Context: an optimization exercise on an open-source flow, tuned for small area, a short achievable clock period and few clock cycles per item. The choices shown serve that exercise and are no tape-out recipe.
Where RTL was checked, it was by simulation tests only, not by an equivalence proof against the original.
No driver is modelled on the clock port, so clock power and skew are understated where the tree is cut down; a real chip needs a root buffer or a tree.
Power and IR drop assume default switching activity.

## the baseline
Design deque_top, start of the top module:
module deque_top (
  input  logic        clk,
  input  logic        rst,
  input  logic        start,
  output logic        busy,
  input  logic [1:0]  cmd_action,
  input  logic [31:0] cmd_data,
  output logic        done,
  output logic [31:0] res_popped,
  output logic [1:0]  res_status,
  output logic [4:0]  res_count,
  output logic        res_empty,
  output logic [31:0] res_front,
  output logic [31:0] res_back
);
==> module double_ended_queue, before the edit <==
module double_ended_queue #(
  parameter int CAPACITY   = deq_pkg::DEF_CAPACITY,
  parameter int DATA_WIDTH = deq_pkg::DEF_DATA_WIDTH
) (
  input  logic           clk,
  input  logic           rst,
  input  logic           start,
  output logic           busy,
  input  logic [33:0]    cmd_bits,
  output logic           done,
  output logic [103:0]   result_bits
);
  localparam int M  = CAPACITY - 2;
  localparam int W  = DATA_WIDTH;
  localparam int CW = $clog2(CAPACITY + 1);
  deq_pkg::cmd_t cmd;
  deq_pkg::res_t result;
  assign cmd         = cmd_bits;
  assign result_bits = result;
  logic          cv;
  logic [1:0]    cact;
  logic [W-1:0]  cdat;
  logic          rst_q;
  logic [W-1:0]  mem [M];
  logic [M-1:0]  ih_oh;      
  logic [M-1:0]  it_oh;      
  logic [CW-1:0] count;
  logic          is_empty;   
  logic          is_one;     
  logic          is_two;     
  logic          is_full;    
  logic [W-1:0]  front_q;    
  logic [W-1:0]  back_q;     
  logic          done_q;
  logic [W-1:0]  popped_q;
  logic [1:0]    stat_q;
  logic          push_f, push_b, pop_f, pop_b;
  logic          do_pf, do_pb, do_qf, do_qb;
  logic          many;       
  logic [M-1:0]  ih_nx;      
  logic [M-1:0]  it_nx;      
  logic [M-1:0]  rsel;       
  logic [W-1:0]  rd;
  logic [W-1:0]  wdata;
  logic [M-1:0]  we;
  assign push_f = (cact == deq_pkg::ACT_PUSH_FRONT);
  assign push_b = (cact == deq_pkg::ACT_PUSH_BACK);
  assign pop_f  = (cact == deq_pkg::ACT_POP_FRONT);
  assign pop_b  = (cact == deq_pkg::ACT_POP_BACK);
  assign do_pf = cv && push_f && !is_full;
  assign do_pb = cv && push_b && !is_full;
  assign do_qf = cv && pop_f && !is_empty;
  assign do_qb = cv && pop_b && !is_empty;
  assign many  = !is_empty && !is_one;
  assign wdata = push_f ? front_q : back_q;
  always_comb begin
    rsel = cact[0] ? it_oh : ih_oh;
    rd   = '0;
    for (int i = 0; i < M; i++) begin
      rd = rd | ({W{rsel[i]}} & mem[i]);
      we[i]    = many && ((do_pf && ih_oh[(i+1)%M]) || (do_pb && it_oh[(i+M-1)%M]));
    end
  end
  always_comb begin
    ih_nx = ih_oh;
    it_nx = it_oh;
    if (do_pf && many) begin
      ih_nx = {ih_oh[0], ih_oh[M-1:1]};
    end else if (do_qf && !is_one && !is_two) begin
      ih_nx = {ih_oh[M-2:0], ih_oh[M-1]};
    end
    if (do_pb && many) begin
      it_nx = {it_oh[M-2:0], it_oh[M-1]};
    end else if (do_qb && !is_one && !is_two) begin
      it_nx = {it_oh[0], it_oh[M-1:1]};
    end
  end
  always_ff @(posedge clk) begin
    for (int i = 0; i < M; i++) begin
      if (we[i]) begin
        mem[i] <= wdata;
      end
    end
  end
  always_ff @(posedge clk) begin
    cv     <= start && !rst;
    done_q <= cv && !rst;
    rst_q  <= rst;
    cact   <= cmd.action;
    cdat   <= cmd.data_in;
  end
  always_ff @(posedge clk) begin
    if (rst_q) begin
      ih_oh    <= {{(M-1){1'b0}}, 1'b1};
      it_oh    <= {1'b1, {(M-1){1'b0}}};
      count    <= '0;
      is_empty <= 1'b1;
      is_one   <= 1'b0;
      is_two   <= 1'b0;
      is_full  <= 1'b0;
      front_q  <= '0;
      back_q   <= '0;
    end else begin
      ih_oh <= ih_nx;
      it_oh <= it_nx;
      if (do_pf || do_pb) begin
        count    <= count + 1'b1;
        is_empty <= 1'b0;
        is_one   <= is_empty;
        is_two   <= is_one;
        is_full  <= (count == CW'(CAPACITY - 1));
      end else if (do_qf || do_qb) begin
        count    <= count - 1'b1;
        is_empty <= is_one;
        is_one   <= is_two;
        is_two   <= (count == CW'(3));
        is_full  <= 1'b0;
      end
      if (do_pf || (do_pb && is_empty)) begin
        front_q <= cdat;
      end else if (do_qf) begin
        front_q <= is_one ? '0 : (is_two ? back_q : rd);
      end else if (do_qb && is_one) begin
        front_q <= '0;
      end
      if (do_pb || (do_pf && is_empty)) begin
        back_q <= cdat;
      end else if (do_qb) begin
        back_q <= is_one ? '0 : (is_two ? front_q : rd);
      end else if (do_qf && is_one) begin
        back_q <= '0;
      end
    end
  end
  always_ff @(posedge clk) begin
    popped_q <= pop_f ? front_q : (pop_b ? back_q : '0);
    if (push_f || push_b) begin
      stat_q <= is_full ? deq_pkg::STAT_FULL : deq_pkg::STAT_OK;
    end else begin
      stat_q <= is_empty ? deq_pkg::STAT_EMPTY : deq_pkg::STAT_OK;
    end
  end
  always_comb begin
    busy                = 1'b0;
    done                = done_q;
    result.popped_value = popped_q;
    result.status       = deq_pkg::status_t'(stat_q);
    result.entry_count  = count;
    result.is_empty     = is_empty;
    result.front_value  = front_q;
    result.back_value   = back_q;
  end
endmodule
Settings: LEC_CHECK=0, CAP_MARGIN=20, CORE_MARGIN=2, CORE_UTILIZATION=40, SETUP_SLACK_MARGIN=2.8, SLEW_MARGIN=20; clock period 5.0 ns.
standard.sh (not shown) runs the stock make flow with config.mk's settings and CLKGATE_MAP_FILE= SYNTH_SCRIPT=/design/flow/synth_recipe.tcl, a recipe that flattens the netlist after the stock synthesis.
==> flow/flow/run.sh <==
#!/bin/bash
# Standard ORFS layout with two changes: ports get a plain buffer cell, and
# CTS builds larger sink clusters without dummy loads.
set -euo pipefail
export BUFFER_PORTS_ARGS="-buffer_cell sky130_fd_sc_hd__buf_2"
export CTS_ARGS="-sink_clustering_enable -repair_clock_nets -dont_use_dummy_load -buf_list {sky130_fd_sc_hd__clkbuf_8 sky130_fd_sc_hd__clkbuf_16} -sink_clustering_size 30 -sink_clustering_max_diameter 100"
bash standard.sh > standard.log 2>&1
The baseline finished every step from synthesis to the final layout, and the layout passed the timing, DRC and antenna checks.
Here is what was changed in the inputs of the candidate compared with the baseline.
diff --git a/flow/design.v b/flow/design.v
--- a/flow/design.v
+++ b/flow/design.v
@@ -105,10 +105,9 @@
   assign do_qb = cv && pop_b && !is_empty;
   assign many  = !is_empty && !is_one;
   assign wdata = push_f ? front_q : back_q;
   always_comb begin
-    rsel = cact[0] ? it_oh : ih_oh;
-    rd   = '0;
+    rd = '0;
     for (int i = 0; i < M; i++) begin
       rd = rd | ({W{rsel[i]}} & mem[i]);
       we[i]    = many && ((do_pf && ih_oh[(i+1)%M]) || (do_pb && it_oh[(i+M-1)%M]));
     end
@@ -139,8 +138,9 @@
     done_q <= cv && !rst;
     rst_q  <= rst;
     cact   <= cmd.action;
     cdat   <= cmd.data_in;
+    rsel   <= cmd.action[0] ? it_nx : ih_nx;
   end
   always_ff @(posedge clk) begin
     if (rst_q) begin
       ih_oh    <= {{(M-1){1'b0}}, 1'b1};
Results
The candidate went all the way through the flow, and no timing, DRC or antenna check failed.
Looking at ratio of routed vias to standard cells across the candidate and the baseline, the one that comes out higher is the baseline.
The higher design area of the candidate and the baseline is in the baseline.
Going from the baseline to the candidate, non-clock inverter count in the final layout rose by 15, flip-flop and latch count higher.
Comparing the candidate and the baseline, the higher data arrival time of the worst path is on the baseline.
Period utilization, the candidate and the baseline: larger value in the baseline
The candidate reports a higher number of nets in the final layout than the baseline does.
The number of multi-input combinational cells in the candidate sits 29 below the value recorded for the baseline.
Of the candidate and the baseline, it is the candidate that has the higher via count of the first global-routing pass.
Number of clock buffer instances in the layout (the baseline / the candidate): 0.923
Going from the baseline to the candidate, the proportion of power drawn by flip-flops and latches was found to have gone down by 0.2 points.
Testbench counts of the candidate, summed over its fixed seeds: cycles 8,016, items 8,000.
Function not checked in the baseline: the RTL went through the layout flow alone.

* * *

before:
The RTL this note starts from:
==> flow/design.v <==
package deq_pkg;
  localparam int DEF_CAPACITY   = 16;
  localparam int DEF_DATA_WIDTH = 32;
  localparam int VALUE_W        = 32;
  localparam int COUNT_W        = 5;
  typedef enum logic [1:0] {
    ACT_PUSH_FRONT = 2'd0,
    ACT_PUSH_BACK  = 2'd1,
    ACT_POP_FRONT  = 2'd2,
    ACT_POP_BACK   = 2'd3
  } action_t;
  typedef enum logic [1:0] {
    STAT_OK    = 2'd0,
    STAT_EMPTY = 2'd1,
    STAT_FULL  = 2'd2
  } status_t;
  typedef enum logic {
    ST_IDLE = 1'b0,
    ST_RESP = 1'b1
  } state_t;
  typedef struct packed {
    action_t              action;
    logic [VALUE_W-1:0]   data_in;
  } cmd_t;
  typedef struct packed {
    logic [VALUE_W-1:0]   popped_value;
    status_t              status;
    logic [COUNT_W-1:0]   entry_count;
    logic                 is_empty;
    logic [VALUE_W-1:0]   front_value;
    logic [VALUE_W-1:0]   back_value;
  } res_t;
endpackage
module deq_ram #(
  parameter int WIDTH = 32,
  parameter int DEPTH = 16
) (
  input  logic                     clk,
  input  logic                     we,
  input  logic [$clog2(DEPTH)-1:0] waddr,
  input  logic [WIDTH-1:0]         wdata,
  input  logic [$clog2(DEPTH)-1:0] raddr,
  output logic [WIDTH-1:0]         rdata
);
  logic [WIDTH-1:0] mem [DEPTH];
  always_ff @(posedge clk) begin
    if (we) begin
      mem[waddr] <= wdata;
    end
    rdata <= mem[raddr];
  end
endmodule
module double_ended_queue #(
  parameter int CAPACITY   = deq_pkg::DEF_CAPACITY,
  parameter int DATA_WIDTH = deq_pkg::DEF_DATA_WIDTH
) (
  input  logic           clk,
  input  logic           rst,
  input  logic           start,
  output logic           busy,
  input  logic [33:0]    cmd_bits,
  output logic           done,
  output logic [103:0]   result_bits
);
  localparam int M  = CAPACITY - 2;    
  localparam int J  = M / 2;           
  localparam int W  = DATA_WIDTH;
  localparam int CW = $clog2(CAPACITY + 1);
  deq_pkg::cmd_t cmd;
  deq_pkg::res_t result;
  assign cmd         = cmd_bits;
  assign result_bits = result;
  logic          cv;
  logic [1:0]    cact;
  logic [W-1:0]  cdat;
  logic          rst_q;
  logic          wr_f;       
  logic          wr_b;       
  logic          fs_dat, fs_rd, fs_oth, fs_hold;   
  logic          bs_dat, bs_rd, bs_oth, bs_hold;   
  logic [M-1:0]  rsel;       
  logic [W-1:0]  mem [M];
  logic [J-1:0]  ih_j;       
  logic [J-1:0]  it_j;       
  logic [CW-1:0] count;
  logic          is_empty;   
  logic          is_one;     
  logic          is_two;     
  logic          is_full;    
  logic [W-1:0]  front_q;    
  logic [W-1:0]  back_q;     
  logic          done_q;
  logic [W-1:0]  popped_q;
  logic [1:0]    stat_q;
  logic [J-1:0]  ih_nx, it_nx;
  logic [CW-1:0] count_nx;
  logic          empty_nx, one_nx, two_nx, full_nx;
  logic [W-1:0]  front_nx, back_nx;
  logic          push_f, push_b, pop_f, pop_b;
  logic          do_pf, do_pb, do_qf, do_qb;   
  logic          in_go;
  logic          n_pf, n_pb, n_qf, n_qb;
  logic          deep;       
  logic [W-1:0]  rd;
  logic [W-1:0]  wdata;
  logic          in_push, in_room;
  logic [M-1:0]  we;
  function automatic logic [J-1:0] j_inc(input logic [J-1:0] j);
    j_inc = {j[J-2:0], ~j[J-1]};
  endfunction
  function automatic logic [J-1:0] j_dec(input logic [J-1:0] j);
    j_dec = {~j[0], j[J-1:1]};
  endfunction
  function automatic logic [M-1:0] j_onehot(input logic [J-1:0] j);
    j_onehot[0] = !j[J-1] && !j[0];
    for (int s = 1; s < J; s++) begin
      j_onehot[s] = j[s-1] && !j[s];
    end
    j_onehot[J] = j[J-1] && j[0];
    for (int s = J + 1; s < M; s++) begin
      j_onehot[s] = !j[s-J-1] && j[s-J];
    end
  endfunction
  logic [M-1:0]  ih_oh, it_oh;
  assign ih_oh = j_onehot(ih_j);
  assign it_oh = j_onehot(it_j);
  assign push_f = (cact == deq_pkg::ACT_PUSH_FRONT);
  assign push_b = (cact == deq_pkg::ACT_PUSH_BACK);
  assign pop_f  = (cact == deq_pkg::ACT_POP_FRONT);
  assign pop_b  = (cact == deq_pkg::ACT_POP_BACK);
  assign deep  = !is_empty && !is_one && !is_two;
  assign wdata = push_f ? front_q : back_q;
  always_comb begin
    rd = '0;
    for (int i = 0; i < M; i++) begin
      rd = rd | ({W{rsel[i]}} & mem[i]);
    end
  end
  always_ff @(posedge clk) begin
    for (int i = 0; i < M; i++) begin
      if (we[i]) begin
        mem[i] <= wdata;
      end
    end
  end
  always_comb begin
    ih_nx    = ih_j;
    it_nx    = it_j;
    count_nx = count;
    empty_nx = is_empty;
    one_nx   = is_one;
    two_nx   = is_two;
    full_nx  = is_full;
    if (rst_q) begin
      ih_nx    = '0;                      
      it_nx    = {1'b1, {(J-1){1'b0}}};   
      count_nx = '0;
      empty_nx = 1'b1;
      one_nx   = 1'b0;
      two_nx   = 1'b0;
      full_nx  = 1'b0;
    end else begin
      if (do_pf && !is_empty && !is_one) begin
        ih_nx = j_dec(ih_j);
      end else if (do_qf && deep) begin
        ih_nx = j_inc(ih_j);
      end
      if (do_pb && !is_empty && !is_one) begin
        it_nx = j_inc(it_j);
      end else if (do_qb && deep) begin
        it_nx = j_dec(it_j);
      end
      if (do_pf || do_pb) begin
        count_nx = count + 1'b1;
        empty_nx = 1'b0;
        one_nx   = is_empty;
        two_nx   = is_one;
        full_nx  = (count == CW'(CAPACITY - 1));
      end else if (do_qf || do_qb) begin
        count_nx = count - 1'b1;
        empty_nx = is_one;
        one_nx   = is_two;
        two_nx   = (count == CW'(3));
        full_nx  = 1'b0;
      end
    end
  end
  assign front_nx = ({W{fs_dat}} & cdat) | ({W{fs_rd}} & rd) |
                    ({W{fs_oth}} & back_q) | ({W{fs_hold}} & front_q);
  assign back_nx  = ({W{bs_dat}} & cdat) | ({W{bs_rd}} & rd) |
                    ({W{bs_oth}} & front_q) | ({W{bs_hold}} & back_q);
  assign in_go   = start && !rst;
  assign in_push = in_go && !cmd.action[1];
  assign in_room = !empty_nx && !one_nx && !full_nx;
  assign n_pf    = in_go && (cmd.action == deq_pkg::ACT_PUSH_FRONT) && !full_nx;
  assign n_pb    = in_go && (cmd.action == deq_pkg::ACT_PUSH_BACK) && !full_nx;
  assign n_qf    = in_go && (cmd.action == deq_pkg::ACT_POP_FRONT) && !empty_nx;
  assign n_qb    = in_go && (cmd.action == deq_pkg::ACT_POP_BACK) && !empty_nx;
  always_comb begin
    for (int i = 0; i < M; i++) begin
      we[i] = (wr_f && ih_oh[(i+1)%M]) || (wr_b && it_oh[(i+M-1)%M]);
    end
  end
  always_ff @(posedge clk) begin
    cv     <= start && !rst;
    done_q <= cv && !rst;
    rst_q  <= rst;
    cact   <= cmd.action;
    cdat   <= cmd.data_in;
    rsel   <= j_onehot(cmd.action[0] ? it_nx : ih_nx);
    do_pf  <= n_pf;
    do_pb  <= n_pb;
    do_qf  <= n_qf;
    do_qb  <= n_qb;
    fs_dat  <= n_pf || (n_pb && empty_nx);
    fs_rd   <= n_qf && !one_nx && !two_nx;
    fs_oth  <= n_qf && two_nx;
    fs_hold <= !rst && !(n_pf || (n_pb && empty_nx) || n_qf || (n_qb && one_nx));
    bs_dat  <= n_pb || (n_pf && empty_nx);
    bs_rd   <= n_qb && !one_nx && !two_nx;
    bs_oth  <= n_qb && two_nx;
    bs_hold <= !rst && !(n_pb || (n_pf && empty_nx) || n_qb || (n_qf && one_nx));
    wr_f   <= in_push && in_room && !cmd.action[0];
    wr_b   <= in_push && in_room && cmd.action[0];
  end
  always_ff @(posedge clk) begin
    ih_j     <= ih_nx;
    it_j     <= it_nx;
    count    <= count_nx;
    is_empty <= empty_nx;
    is_one   <= one_nx;
    is_two   <= two_nx;
    is_full  <= full_nx;
    front_q  <= front_nx;
    back_q   <= back_nx;
  end
  always_ff @(posedge clk) begin
    popped_q <= pop_f ? front_q : (pop_b ? back_q : '0);
    if (push_f || push_b) begin
      stat_q <= is_full ? deq_pkg::STAT_FULL : deq_pkg::STAT_OK;
    end else begin
      stat_q <= is_empty ? deq_pkg::STAT_EMPTY : deq_pkg::STAT_OK;
    end
  end
  always_comb begin
    busy                = 1'b0;
    done                = done_q;
    result.popped_value = popped_q;
    result.status       = deq_pkg::status_t'(stat_q);
    result.entry_count  = count;
    result.is_empty     = is_empty;
    result.front_value  = front_q;
    result.back_value   = back_q;
  end
endmodule
module deque_top (
  input  logic        clk,
  input  logic        rst,
  input  logic        start,
  output logic        busy,
  input  logic [1:0]  cmd_action,
  input  logic [31:0] cmd_data,
  output logic        done,
  output logic [31:0] res_popped,
  output logic [1:0]  res_status,
  output logic [4:0]  res_count,
  output logic        res_empty,
  output logic [31:0] res_front,
  output logic [31:0] res_back
);
  deq_pkg::cmd_t cmd;
  deq_pkg::res_t result;
  assign cmd.action  = deq_pkg::action_t'(cmd_action);
  assign cmd.data_in = cmd_data;
  double_ended_queue u_deq (
    .clk         (clk),
    .rst         (rst),
    .start       (start),
    .busy        (busy),
    .cmd_bits    (cmd),
    .done        (done),
    .result_bits (result)
  );
  assign res_popped = result.popped_value;
  assign res_status = result.status;
  assign res_count  = result.entry_count;
  assign res_empty  = result.is_empty;
  assign res_front  = result.front_value;
  assign res_back   = result.back_value;
endmodule
==> flow/config.mk <==
export PLATFORM = sky130hd
export DESIGN_NAME = deque_top
export DESIGN_NICKNAME = deque_top
export VERILOG_FILES = /design/flow/design.v
export SDC_FILE = /design/flow/constraint.sdc
export NUM_CORES = 4
export LEC_CHECK = 0
export CAP_MARGIN = 20
export CORE_MARGIN = 2
export CORE_UTILIZATION = 40
export SETUP_SLACK_MARGIN = 2.95
export SLEW_MARGIN = 20
==> flow/constraint.sdc <==
create_clock -name core_clock -period 5.0 [get_ports {clk}]
set_input_delay 1.0000 -clock core_clock [delete_from_list [all_inputs] [get_ports {clk}]]
set_output_delay 1.0000 -clock core_clock [all_outputs]
set_load 0.01 [all_outputs]
==> flow/flow/run.sh <==
#!/bin/bash
# Standard ORFS layout with three changes: ports get a plain buffer cell,
# CTS builds larger sink clusters without dummy loads, and after CTS the
# clock port drives the first level of clock buffers directly when the tree
# starts with a single root buffer (flow/post_cts.tcl).
set -euo pipefail
here=$(pwd)
export BUFFER_PORTS_ARGS="-buffer_cell sky130_fd_sc_hd__buf_2"
export CTS_ARGS="-sink_clustering_enable -repair_clock_nets -dont_use_dummy_load -buf_list {sky130_fd_sc_hd__clkbuf_8 sky130_fd_sc_hd__clkbuf_16} -sink_clustering_size 30 -sink_clustering_max_diameter 100"
export FLOW_CLOCK_PORT=clk
export POST_CTS_TCL="$here/flow/post_cts.tcl"
bash standard.sh > standard.log 2>&1
==> flow/flow/post_cts.tcl <==
set block [ord::get_db_block]
set clk_bterm [$block findBTerm $::env(FLOW_CLOCK_PORT)]
set clk_net [$clk_bterm getNet]
set iterms [$clk_net getITerms]
if { [llength $iterms] == 1 } {
  set root_in [lindex $iterms 0]
  set root [$root_in getInst]
  set master [[$root getMaster] getName]
  set root_out ""
  foreach it [$root getITerms] {
    if { [$it isOutputSignal] } { set root_out $it }
  }
  if { [string match "*clkbuf*" $master] && $root_out ne "" } {
    set onet [$root_out getNet]
    set loads {}
    foreach it [$onet getITerms] {
      if { [$it getInst] != $root } { lappend loads $it }
    }
    if { [llength $loads] <= 4 && [llength [$onet getBTerms]] == 0 } {
      puts "post_cts: removing root clock buffer [$root getName] ($master), port now drives [llength $loads] pins"
      foreach it $loads {
        $it disconnect
        $it connect $clk_net
      }
      $root_in disconnect
      $root_out disconnect
      odb::dbInst_destroy $root
      odb::dbNet_destroy $onet
    } else {
      puts "post_cts: root buffer output has [llength $loads] loads, left as is"
    }
  }
} else {
  puts "post_cts: clock port drives [llength $iterms] pins, left as is"
}
Testbench counts of before, summed over its fixed seeds: cycles 8,016, items 8,000.
> inputs changed (before -> after)
-- flow/design.v --
<<< before, line 123
  endfunction
  logic [M-1:0]  ih_oh, it_oh;
  assign ih_oh = j_onehot(ih_j);
  assign it_oh = j_onehot(it_j);
>>> after, line 123
  endfunction
  logic [M-1:0]  ih_oh, it_oh;
  logic [M-1:0]  ih_oh_nx, it_oh_nx;   
  assign ih_oh = j_onehot(ih_j);
  assign it_oh = j_onehot(it_j);
<<< before, line 130
  assign pop_b  = (cact == deq_pkg::ACT_POP_BACK);
  assign deep  = !is_empty && !is_one && !is_two;
  assign wdata = push_f ? front_q : back_q;
  always_comb begin
>>> after, line 131
  assign pop_b  = (cact == deq_pkg::ACT_POP_BACK);
  assign deep  = !is_empty && !is_one && !is_two;
  always_comb begin
    if (rst_q) begin
      ih_oh_nx = {{(M-1){1'b0}}, 1'b1};
      it_oh_nx = {1'b1, {(M-1){1'b0}}};
    end else begin
      if (do_pf && !is_empty && !is_one) begin
        ih_oh_nx = {ih_oh[0], ih_oh[M-1:1]};
      end else if (do_qf && deep) begin
        ih_oh_nx = {ih_oh[M-2:0], ih_oh[M-1]};
      end else begin
        ih_oh_nx = ih_oh;
      end
      if (do_pb && !is_empty && !is_one) begin
        it_oh_nx = {it_oh[M-2:0], it_oh[M-1]};
      end else if (do_qb && deep) begin
        it_oh_nx = {it_oh[0], it_oh[M-1:1]};
      end else begin
        it_oh_nx = it_oh;
      end
    end
  end
  assign wdata = push_f ? front_q : back_q;
  always_comb begin
<<< before, line 208
    cact   <= cmd.action;
    cdat   <= cmd.data_in;
    rsel   <= j_onehot(cmd.action[0] ? it_nx : ih_nx);
    do_pf  <= n_pf;
    do_pb  <= n_pb;
>>> after, line 230
    cact   <= cmd.action;
    cdat   <= cmd.data_in;
    rsel   <= cmd.action[0] ? it_oh_nx : ih_oh_nx;
    do_pf  <= n_pf;
    do_pb  <= n_pb;
==> run notes <==
Diff before -> after: share of the clock period used by the worst path decreased by 0.59 points relative to the old numbers; slew at the pin with the worst max-slew slack decreased by 0.012 ns relative to the old numbers; xor-xnor portion of the synthesized cell area closely matched the old numbers; clock skew decreased by 0.0031 ns relative to the old numbers. Clock power delta (after -> before): insignificant. Of after and before, it is after that has the higher routed length on met2. | non-filler instance count after layout | lower: before |. Post-synthesis area per instance in after is 0.56 um^2 lower than in before. For the switching share of power, after came in 0.50 points higher than before did. Between before and after, global-route wire length before repair decreased. Sort after and before by largest fanout on the critical path, ascending, and before comes first. Total number of multi-input combinational cells delta for after relative to before: 13% higher.
Function not checked in after: the RTL went through the layout flow alone.

static timing again, ports no longer ideal:
The results above use ideal ports. As a check the final layouts listed here were re-extracted and re-timed, cells and wires unchanged.
Step 1: set_driving_cell puts a clkbuf_16 on clk and a buf_2 on each other input, an assumption about the parent block.
Step 2 adds t to the input delays and takes it off the output delays; t is the mean of the earliest and latest rising clock arrival at the registers after step 1. Input paths then give back, and output paths get back, about the clock's delay inside the block.
Three values: ideal ports, drivers, drivers and shift; two values: the first two.
| run | shift t [ns] | setup slack, ns | latest minus earliest clock arrival (ns) | worst slew at a driven data input, ns | cell pins on the clock port's net |
|---|---|---|---|---|---|
| the baseline | 0.637 | 2.609 / 2.609 / 2.609 | 0.035 / 0.035 | 0.06 | 1 |
| the candidate | 0.623 | 2.837 / 2.801 / 2.837 | 0.081 / 0.081 | 0.05 | 1 |
| before | 0.496 | 2.977 / 2.926 / 2.670 | 0.063 / 0.064 | 0.06 | 2 |
| after | 0.508 | 3.007 / 2.949 / 2.618 | 0.060 / 0.060 | 0.04 | 2 |
After both steps setup and hold are still met in every run listed. The setup slack of after, which loses most, moves by -0.058 ns with the drivers and by -0.389 ns with both steps.
